Source: an optimization exercise on an open RTL-to-GDS flow (aim: a short achievable clock period and few clock cycles). Production flows keep margins and buffers that such runs may drop.
No functional check of the RTL was part of this run.
Power figures rest on the tool's default switching activity, not on a simulated workload.

`flow/config.mk`:
```
export PLATFORM = sky130hd
export DESIGN_NAME = cache_top
export DESIGN_NICKNAME = cache_top
export VERILOG_FILES = /design/flow/design.v
export SDC_FILE = /design/flow/constraint.sdc
export NUM_CORES = 4
export LEC_CHECK = 0
export ABC_CLOCK_PERIOD_IN_PS = 2500
export CAP_MARGIN = 20
export CORE_MARGIN = 2
export CORE_UTILIZATION = 55
export SETUP_SLACK_MARGIN = 2.9
export SLEW_MARGIN = 20
export SYNTH_HIERARCHICAL = 1
export SYNTH_MINIMUM_KEEP_SIZE = 0
export TNS_END_PERCENT = 10
```
`flow/constraint.sdc`:
```
create_clock -name core_clock -period 5.8 [get_ports {clk}]
set_input_delay 1.1600 -clock core_clock [delete_from_list [all_inputs] [get_ports {clk}]]
set_output_delay 1.1600 -clock core_clock [all_outputs]
set_load 0.01 [all_outputs]
```
`flow/design.v`:
```
package cache_pkg;
    localparam int ADDR_W = 32;
    localparam int DATA_W = 32;
    typedef enum logic [1:0] {
        SIZE_BYTE = 2'b00,
        SIZE_HALF = 2'b01,
        SIZE_WORD = 2'b10
    } size_t;
    typedef enum logic [2:0] {
        ST_IDLE,
        ST_LOOKUP,
        ST_EVICT,
        ST_WAIT_DRAIN,
        ST_REFILL,
        ST_FINISH
    } ctrl_state_t;
    typedef struct packed {
        logic [ADDR_W-3:0] waddr;
        logic [DATA_W-1:0] data;
    } evict_t;
    function automatic logic [3:0] apply_size(size_t size, logic [1:0] off);
        case (size)
            2'b00:     apply_size = 4'b0001 << off;
            2'b01:     apply_size = off[1] ? 4'b1100 : 4'b0011;
            default:   apply_size = 4'b1111;
        endcase
    endfunction
endpackage
module cell_aoi22 (
    input  logic a,
    input  logic b,
    input  logic c,
    input  logic d,
    output logic y
);
    assign y = ~((a & b) | (c & d));
endmodule
module cell_nand3 (
    input  logic a,
    input  logic b,
    input  logic c,
    output logic y
);
    assign y = ~(a & b & c);
endmodule
module cell_nand2 (
    input  logic a,
    input  logic b,
    output logic y
);
    assign y = ~(a & b);
endmodule
module cache_top (
    input  logic        clk,
    input  logic        rst,
    input  logic        psel,
    input  logic        penable,
    input  logic        pwrite,
    input  logic [31:0] paddr,
    input  logic [31:0] pwdata,
    input  logic [1:0]  psize,
    output logic [31:0] prdata,
    output logic        pready,
    output logic        pslverr,
    output logic        m_psel,
    output logic        m_penable,
    output logic        m_pwrite,
    output logic [31:0] m_paddr,
    output logic [31:0] m_pwdata,
    input  logic [31:0] m_prdata,
    input  logic        m_pready
);
    localparam int NE = 8;    
    logic [15:0] valid;
    logic [15:0] dirty;
    logic [25:0] tag_mem  [16];
    logic [31:0] data_mem [16];
    logic [3:0]  idx;
    logic [25:0] atag;
    logic [1:0]  off;
    logic [3:0]  lanes;
    logic [31:0] wsh;
    assign idx   = paddr[5:2];
    assign atag  = paddr[31:6];
    assign off   = paddr[1:0];
    assign lanes = cache_pkg::apply_size(cache_pkg::size_t'(psize), off);
    assign wsh   = pwdata << {off, 3'b000};
    function automatic logic [31:0] merge(input logic [31:0] old, input logic [31:0] d,
                                          input logic [3:0] m);
        for (int i = 0; i < 4; i++) merge[8*i +: 8] = m[i] ? d[8*i +: 8] : old[8*i +: 8];
    endfunction
    logic [15:0] dec;
    logic [15:0] eq;
    logic        hit;
    logic        vdirty;
    logic [31:0] line;
    logic [25:0] vtag;
    always_comb begin
        for (int i = 0; i < 16; i++) begin
            dec[i] = (idx == 4'(i));
            eq[i]  = valid[i] && (tag_mem[i] == atag);
        end
    end
    assign hit    = |(dec & eq);
    assign vdirty = |(dec & valid & dirty);
    assign line   = data_mem[idx];
    assign vtag   = tag_mem[idx];
    logic c_hit;       
    logic c_miss;      
    logic c_wait;      
    logic c_fwd;       
    logic c_chk;       
    logic pv;          
    logic [31:0] rdata_q;
    logic [31:0] fwd_word;
    logic        st_pend;   
    logic        po_pend;   
    logic [3:0]  st_idx;
    logic [25:0] st_tag;
    logic [31:0] st_word;
    logic        pf_v;
    logic        pf_req;    
    logic        pf_fwd;
    logic [31:0] pf_word;
    logic [3:0]  pf_idx;
    logic [3:0]  pf_mask;
    logic [29:0] pf_addr;
    logic try;
    logic block;
    logic look;
    logic lhit;
    logic lmiss;
    logic post;
    logic rmiss;
    logic [29:0] e_addr [NE];
    logic [31:0] e_data [NE];
    logic [$clog2(NE+1)-1:0] e_cnt;
    logic        pop;
    logic        push;
    logic        b_busy;     
    logic        b_acc;      
    logic        b_wr;
    logic        b_pf;       
    logic [29:0] b_addr;
    logic        b_free;
    logic        rd_done;
    logic        pf_done;
    logic        cpu_done;
    logic        rd_req;     
    assign b_free   = !b_busy || (b_acc && m_pready);
    assign rd_done  = b_acc && !b_wr && m_pready;
    assign pf_done  = rd_done && b_pf;
    assign cpu_done = rd_done && !b_pf;
    assign pop      = b_acc && b_wr && m_pready;
    logic [$clog2(NE+1)-1:0] cnt_after_pop;
    logic room;
    assign cnt_after_pop = e_cnt - pop;
    assign room          = (cnt_after_pop != NE);
    logic pf_free;      
    assign pf_free = !pf_v || pf_done;
    assign try   = (psel && !penable && !c_hit && !c_miss && !c_wait) || c_wait;
    assign block = pf_v && ((idx == pf_idx) || (pwrite && !hit && !pf_done));
    assign look  = try && !block;
    assign lhit  = look && hit;
    assign lmiss = look && !hit;
    assign post  = lmiss && pwrite && (!vdirty || room);
    assign rmiss = lmiss && !post;
    assign push = pv && room;
    logic rd_pending;
    logic want_rd;
    assign rd_pending = rmiss || rd_req;
    assign want_rd    = rd_pending && !(rmiss && vdirty && !room) && !(pv && !room) &&
                        !(pf_v && !pf_done);
    logic wb_ok;
    assign wb_ok = (cnt_after_pop != 0) &&
                   (lhit || !psel || pv || (cnt_after_pop >= NE - 1));
    logic pf_want;
    logic start_pf, start_rd, start_wb;
    assign pf_want  = post || pf_req;
    assign start_pf = b_free && pf_want;
    assign start_rd = b_free && !pf_want && want_rd;
    assign start_wb = b_free && !pf_want && !want_rd && wb_ok;
    logic       q_cpuacc;    
    logic [3:0] q_mem;       
    logic       nx_cpuacc;
    logic       nx_fwd;
    logic       nx_rq;
    logic [31:0] rdata_nx;
    logic [31:0] rzn;         
    logic        fmatch;
    logic [31:0] fdata;
    always_comb begin
        fmatch = 1'b0;
        fdata  = e_data[0];
        for (int i = 0; i < NE; i++) begin
            if (i < e_cnt && e_addr[i] == paddr[31:2]) begin
                fmatch = 1'b1;
                fdata  = e_data[i];
            end
        end
    end
    logic [31:0] fill_base;
    logic [31:0] fill_word;
    assign fill_base = c_fwd ? fwd_word : m_prdata;
    assign fill_word = pwrite ? merge(fill_base, wsh, lanes) : fill_base;
    logic [31:0] pf_base;
    assign pf_base = pf_fwd ? pf_word : m_prdata;
    always_ff @(posedge clk) begin
        if (rst) begin
            valid   <= '0;
            dirty   <= '0;
            c_hit   <= 1'b0;
            c_miss  <= 1'b0;
            c_wait  <= 1'b0;
            c_chk   <= 1'b0;
            c_fwd   <= 1'b0;
            pv      <= 1'b0;
            st_pend <= 1'b0;
            po_pend <= 1'b0;
            pf_v    <= 1'b0;
            pf_req  <= 1'b0;
            pf_fwd  <= 1'b0;
            rd_req  <= 1'b0;
            e_cnt   <= '0;
            b_busy  <= 1'b0;
            b_acc   <= 1'b0;
            b_wr    <= 1'b0;
            b_pf    <= 1'b0;
        end else begin
            c_wait  <= try && block;
            c_hit   <= lhit || post;
            st_pend <= lhit && pwrite;
            po_pend <= post;
            c_chk   <= rmiss;
            if (rmiss) begin
                c_miss <= 1'b1;
                c_fwd  <= fmatch;
            end
            if (lmiss && vdirty) pv <= 1'b1;
            else if (push)       pv <= 1'b0;
            if (cpu_done) begin
                c_miss     <= 1'b0;
                valid[idx] <= 1'b1;
                dirty[idx] <= pwrite;
            end
            if (st_pend || po_pend) begin
                valid[st_idx] <= 1'b1;
                dirty[st_idx] <= 1'b1;
            end
            if (pf_done) pf_v <= 1'b0;
            if (post) begin
                pf_v   <= 1'b1;
                pf_fwd <= fmatch;
            end
            pf_req <= pf_want && !start_pf;
            rd_req <= rd_pending && !start_rd;
            e_cnt <= cnt_after_pop + push;
            if (b_free) begin
                b_busy <= start_pf || start_rd || start_wb;
                b_acc  <= 1'b0;
                b_wr   <= start_wb;
                b_pf   <= start_pf;
            end else begin
                b_acc  <= 1'b1;
            end
        end
    end
    always_ff @(posedge clk) begin
        rdata_q <= rdata_nx;
        rzn     <= nx_rq ? ~rdata_nx : '1;
        if (try) begin
            fwd_word <= fdata;
            st_idx  <= idx;
            st_tag  <= atag;
            st_word <= merge(line, wsh, lanes);
        end
        if (try && pf_free) begin
            pf_word <= fdata;
            pf_idx  <= idx;
            pf_mask <= lanes;
            pf_addr <= paddr[31:2];
        end
        if (st_pend || po_pend) data_mem[st_idx] <= st_word;
        if (po_pend) tag_mem[st_idx] <= st_tag;
        if (cpu_done) begin
            data_mem[idx] <= fill_word;
            tag_mem[idx]  <= atag;
        end
        if (pf_done) data_mem[pf_idx] <= merge(pf_base, data_mem[pf_idx], pf_mask);
        if (pop) begin
            for (int i = 0; i < NE - 1; i++) begin
                e_addr[i] <= e_addr[i+1];
                e_data[i] <= e_data[i+1];
            end
        end
        if (push) begin
            e_addr[cnt_after_pop] <= {vtag, idx};
            e_data[cnt_after_pop] <= line;
        end
        if (b_free) begin
            if (pf_req) b_addr <= pf_addr;
            else        b_addr <= paddr[31:2];
        end
    end
    assign nx_cpuacc = b_busy && !b_free && !b_wr && !b_pf;
    assign nx_fwd    = c_fwd;
    assign nx_rq     = !(nx_cpuacc && !nx_fwd);
    always_comb begin
        rdata_nx = rdata_q;
        if (try)            rdata_nx = line >> {off, 3'b000};
        if (c_chk && c_fwd) rdata_nx = fwd_word >> {off, 3'b000};
    end
    always_ff @(posedge clk) begin
        if (rst) begin
            q_cpuacc <= 1'b0;
            q_mem    <= '0;
        end else begin
            q_cpuacc <= nx_cpuacc;
            for (int k = 0; k < 4; k++) q_mem[k] <= nx_cpuacc && !nx_fwd && (off == 2'(k));
        end
    end
    logic [31:0] pr_n1;
    logic [15:0] pr_n2;
    for (genvar j = 0; j < 32; j++) begin : g_pr
        if (j < 24) begin : g_lo
            cell_aoi22 u_n1 (.a(q_mem[0]), .b(m_prdata[j]), .c(q_mem[1]), .d(m_prdata[j+8]),
                             .y(pr_n1[j]));
        end else begin : g_hi
            cell_nand2 u_n1 (.a(q_mem[0]), .b(m_prdata[j]), .y(pr_n1[j]));
        end
        if (j < 8) begin : g_b0
            cell_aoi22 u_n2 (.a(q_mem[2]), .b(m_prdata[j+16]), .c(q_mem[3]), .d(m_prdata[j+24]),
                             .y(pr_n2[j]));
            cell_nand3 u_o (.a(pr_n1[j]), .b(pr_n2[j]), .c(rzn[j]), .y(prdata[j]));
        end else if (j < 16) begin : g_b1
            cell_nand2 u_n2 (.a(q_mem[2]), .b(m_prdata[j+16]), .y(pr_n2[j]));
            cell_nand3 u_o (.a(pr_n1[j]), .b(pr_n2[j]), .c(rzn[j]), .y(prdata[j]));
        end else begin : g_b23
            cell_nand2 u_o (.a(pr_n1[j]), .b(rzn[j]), .y(prdata[j]));
        end
    end
    assign pready  = c_hit || (q_cpuacc && m_pready);
    assign pslverr = 1'b0;
    assign m_psel    = b_busy;
    assign m_penable = b_acc;
    assign m_pwrite  = b_wr;
    assign m_paddr   = {b_wr ? e_addr[0] : b_addr, 2'b00};
    assign m_pwdata  = e_data[0];
endmodule
```
`flow/flow/run.sh`:
```
#!/bin/bash
set -euo pipefail
export BUFFER_PORTS_ARGS="-buffer_cell sky130_fd_sc_hd__buf_6"
bash standard.sh > standard_flow.log 2>&1
```
`flow/standard.sh`:
```
#!/bin/bash
# synth_recipe.tcl (not shown) runs the flow's synth.tcl, then flattens the netlist and writes it again
# the make line also repeats each setting of config.mk as NAME=value (left out here)
make -C /OpenROAD-flow-scripts/flow DESIGN_CONFIG=/design/flow/config.mk WORK_HOME=/design/flow/orfs CLKGATE_MAP_FILE= SYNTH_SCRIPT=/design/flow/synth_recipe.tcl "${@:-finish}"
```
==> summary.txt <==
run status: no timing/DRC/antenna violations
CP max stage delay: 470 ps
first-pass iteration count of the detailed router: 6
CTS clk-pin slew, worst paths: 60 ps
area leader, netlist: edfxtp_1
DRC violation count after routing: 0
I/O pin total: 205
drt first-iter violations: 8424
final setup TNS: 0 ps
FFs w/ async S/R, synth: 0
CTS Hold Bufs: 0
Die W: 415 µm
Final Hold Fails: 0
WP depth: 3
reg2reg end: data_mem[15][2]$_DFFE_PP_
Slew @ Worst Pin: 1150 ps
P&R area growth vs syn: 15.2%
share of layout cells above drive strength 1: 0.408
Clock Path Buffers: 3
Final min period: 3260 ps
CTS root buf: clkbuf_16
first-pass GRT wire length: 469 mm
port bufs: 201
Yosys warnings: 7
post-DP HPWL: 227 mm
Worst Path Arrival: 2100 ps
Leakage: 36.4 nW
Rel. slew slack: 0.224
gpl congestion: 1.00
nets: 6794
total grt overflow: 0
Initial Util: 0.554
routed vias: 61900
Post-Syn Area: 92700 µm²
Hold Crit Class: register to register
post-synthesis sequential area ratio: 0.549
Final ANT Viol Nets: 0
Distinct cells, synth: 75
number of global-route vias before repair: 59900
# H-tree levels: 4
Setup crit start kind: register
Synth top cells by count: edfxtp_1 (1614), mux2_2 (1364), nand2_1 (479)
VDD IR max: 348 µV
# rows: 150
critical path's top delay family: flip-flops
Final Skew: 26.6 ps
end of the critical path: m_paddr[2]
CTS tree: built
Via-to-Cell Ratio: 6.84
clk sink count: 1735
CP max-delay cell: dfxtp_4
CP Data Required Time: 4640 ps
top post-synthesis cells by area: edfxtp_1 (52%), mux2_2 (17%), mux4_2 (7.0%)
largest net degree at the start of global routing: 87
Tot Pwr: 29.0 mW
CP startpoint: b_wr$_SDFFE_PP0N_
clock buffer count from CTS: 186
Layout Utilization: 0.639
Tot GR Track Use: 0.386
worst-skew pair later-pin latency: 850 ps
reg-to-reg startpoint: st_idx[2]$_DFFE_PN_
top-area cell type share of the netlist area: 0.523
Max FO, Critical Path: 9
CP endpoint kind: primary output
Fin Hold WS: 458 ps
Post-Synthesis Cells: 6562
WL/cell: 37.7 µm
WP buf/inv: 2
Syn Area/Cell: 14.1 µm²
DIE AREA: 172000 µm²
Main synth FF type: edfxtp_1
initial antenna violation count: 14
count leader, synth: edfxtp_1
Max Transition Viols Final: 0
Core ar.: 167000 µm²
Final setup viols: 0
R2R setup slack: 2560 ps
depth of the worst register-to-register path: 7
Yosys reg bits: 1735
DRT Wirelength: 341 mm
power per cell area: 271 nW/µm²
fillcell total: 12500
CP cell instances: buf_12, mux2_2, buf_6
top achievable clock speed: 0.307 GHz
Post-synth EDFFs: 1614
max cap viols: 0
Chip Height: 415 µm
crit share post-route: 0.562
unrepaired setup endpoints after global routing: yes
critical path class: register to primary output
[placed cells by master, fill, tap and decap left out, types with 109 or more instances in the layout]
cell type	Yosys	final
buf_4	33	188
buf_6	23	189
clkbuf_16	0	197
dfxtp_1	121	109
edfxtp_1	1614	1614
mux2_2	1364	1362
mux2i_1	187	184
mux4_2	290	290
nand2_1	479	415
o21ai_0	188	141
o21ai_1	107	124
xnor2_1	212	176
xor2_1	462	443
[kinds of logic (layout without fill, tap and decap cells)]
kind of cell | Yosys count | count (layout) | share of synthesized area
AOI/OAI and AO/OA | 652 | 652 | 0.0443
xor gates and xnor gates | 674 | 674 | 0.0637
adders and majority gates | 13 | 13 | 0.00175
buffers and inverters | 587 | 841 | 0.0289
DFF | 1735 | 1735 | 0.549
muxes | 1841 | 1841 | 0.256
other | 1 | 12 | 0.0000404
and+or+nand+nor | 1059 | 1069 | 0.0562
[worst min path at each step]
| stage | from | endpoint | slack [ps] | cells after the start |
|---|---|---|---|---|
| after global routing | dirty[11]$_SDFF_PP0_ | dirty[11]$_SDFF_PP0_ | 490 | 2 |
| after detailed placement | rdata_q[27]$_DFF_P_ | rdata_q[27]$_DFF_P_ | 450 | 2 |
| after floorplan | dirty[11]$_SDFF_PP0_ | dirty[11]$_SDFF_PP0_ | 430 | 2 |
| after global placement | dirty[11]$_SDFF_PP0_ | dirty[11]$_SDFF_PP0_ | 440 | 2 |
| final | rdata_q[27]$_DFF_P_ | rdata_q[27]$_DFF_P_ | 460 | 2 |
| after CTS | rdata_q[27]$_DFF_P_ | rdata_q[27]$_DFF_P_ | 460 | 2 |
[where the power goes]
| part | leakage [nW] | total (mW) | switching (mW) | internal (mW) |
|---|---|---|---|---|
| sequential | 15.6 | 14.1 | 0.241 | 13.8 |
| clock | 2.94 | 11.9 | 5.24 | 6.69 |
| combinational | 17.8 | 2.98 | 1.83 | 1.15 |
| total | 36.4 | 29.0 | 7.31 | 21.7 |
[metrics by stage]
| stage | cell area [µm²] | setup slack (ps) | cells |
|---|---|---|---|
| finish | 107000 | 2540 | 9041 |
| global route | 107000 | 2530 | 9032 |
| CTS | 105000 | 2490 | 8994 |
| detailed placement | 97200 | 908 | 8585 |
| global placement | 97100 | 512 | 8582 |
| floorplan | 93500 | 2280 | 6564 |
[area by class of cell]
| type | instances | area (µm²) | area share |
|---|---|---|---|
| diodes | 9 | 22.5 | 0.000211 |
| clock buffers | 222 | 4930 | 0.0462 |
| clock inverters | 117 | 1030 | 0.00966 |
| inverters | 25 | 135 | 0.00126 |
| multi-input cells | 4252 | 41200 | 0.386 |
| flip-flops and latches | 1735 | 50900 | 0.477 |
| well taps | 2204 | 2760 | 0.0258 |
| repair buffers | 477 | 5810 | 0.0544 |
[tightest hold or removal path: cells and delay by family, from the launching register on]
kind,cells,cell delay (ps)
DFF,1,300
and+or+nand+nor,1,40
AOI/OAI and AO/OA,1,60
[sequential cells by signal (all words and copies together), names as in the netlist, 240 cells and up]
| signal | flops |
|---|---|
| data_mem | 512 |
| tag_mem | 416 |
| e_data | 256 |
| e_addr | 240 |
[per-layer routing]
metal	GRT usage	routed length [µm]	part of all wire
met2	0.597	156000	0.46
met4	0.206	21800	0.064
met3	0.0835	33200	0.097
met1	0.511	129000	0.38
met5	0.00889	333	0.00098
[per-module statistics from Yosys, one instance, submodules excluded]
module,flip-flops and latches,cells inside,cell area (µm²),copies in the design
cache_top,1735,6482,92100,1
cell_aoi22,0,1,12.5,32
cell_nand2,0,1,3.75,32
cell_nand3,0,1,5.00,16
[repair_timing]
action | in CTS | in global routing
pin swaps | 39 | 52
gates resized for setup | 277 | 189
gates cloned | 22 | 11
setup endpoints to repair | 2791 | 2022
setup buffers | 48 | 24

static timing again, ports no longer ideal:
How much do the figures lean on ideal ports? The routed layout below was timed once more, with nothing changed but the port constraints. Step 1: set_driving_cell puts a clkbuf_16 on clk and a buf_2 on each other input, an assumption about the parent block. Step 2, shift: input delay + t, output delay - t, t = (earliest + latest rising clock arrival at the registers) / 2. This alone moves slack from input paths to output paths. Three values: no drivers, after step 1, after step 2; two values: the first two.
t, ns: 0.923
setup slack, ns: 2.541 / 2.365 / 1.442
hold slack, ns: 0.458 / 0.458 / 0.458
latest minus earliest clock arrival (ns): 0.026 / 0.027
worst data-port slew with drivers (ns): 0.35
After both steps setup and hold are still met in this run. The setup slack of this run moves by -0.176 ns with the drivers and by -1.099 ns with both steps.
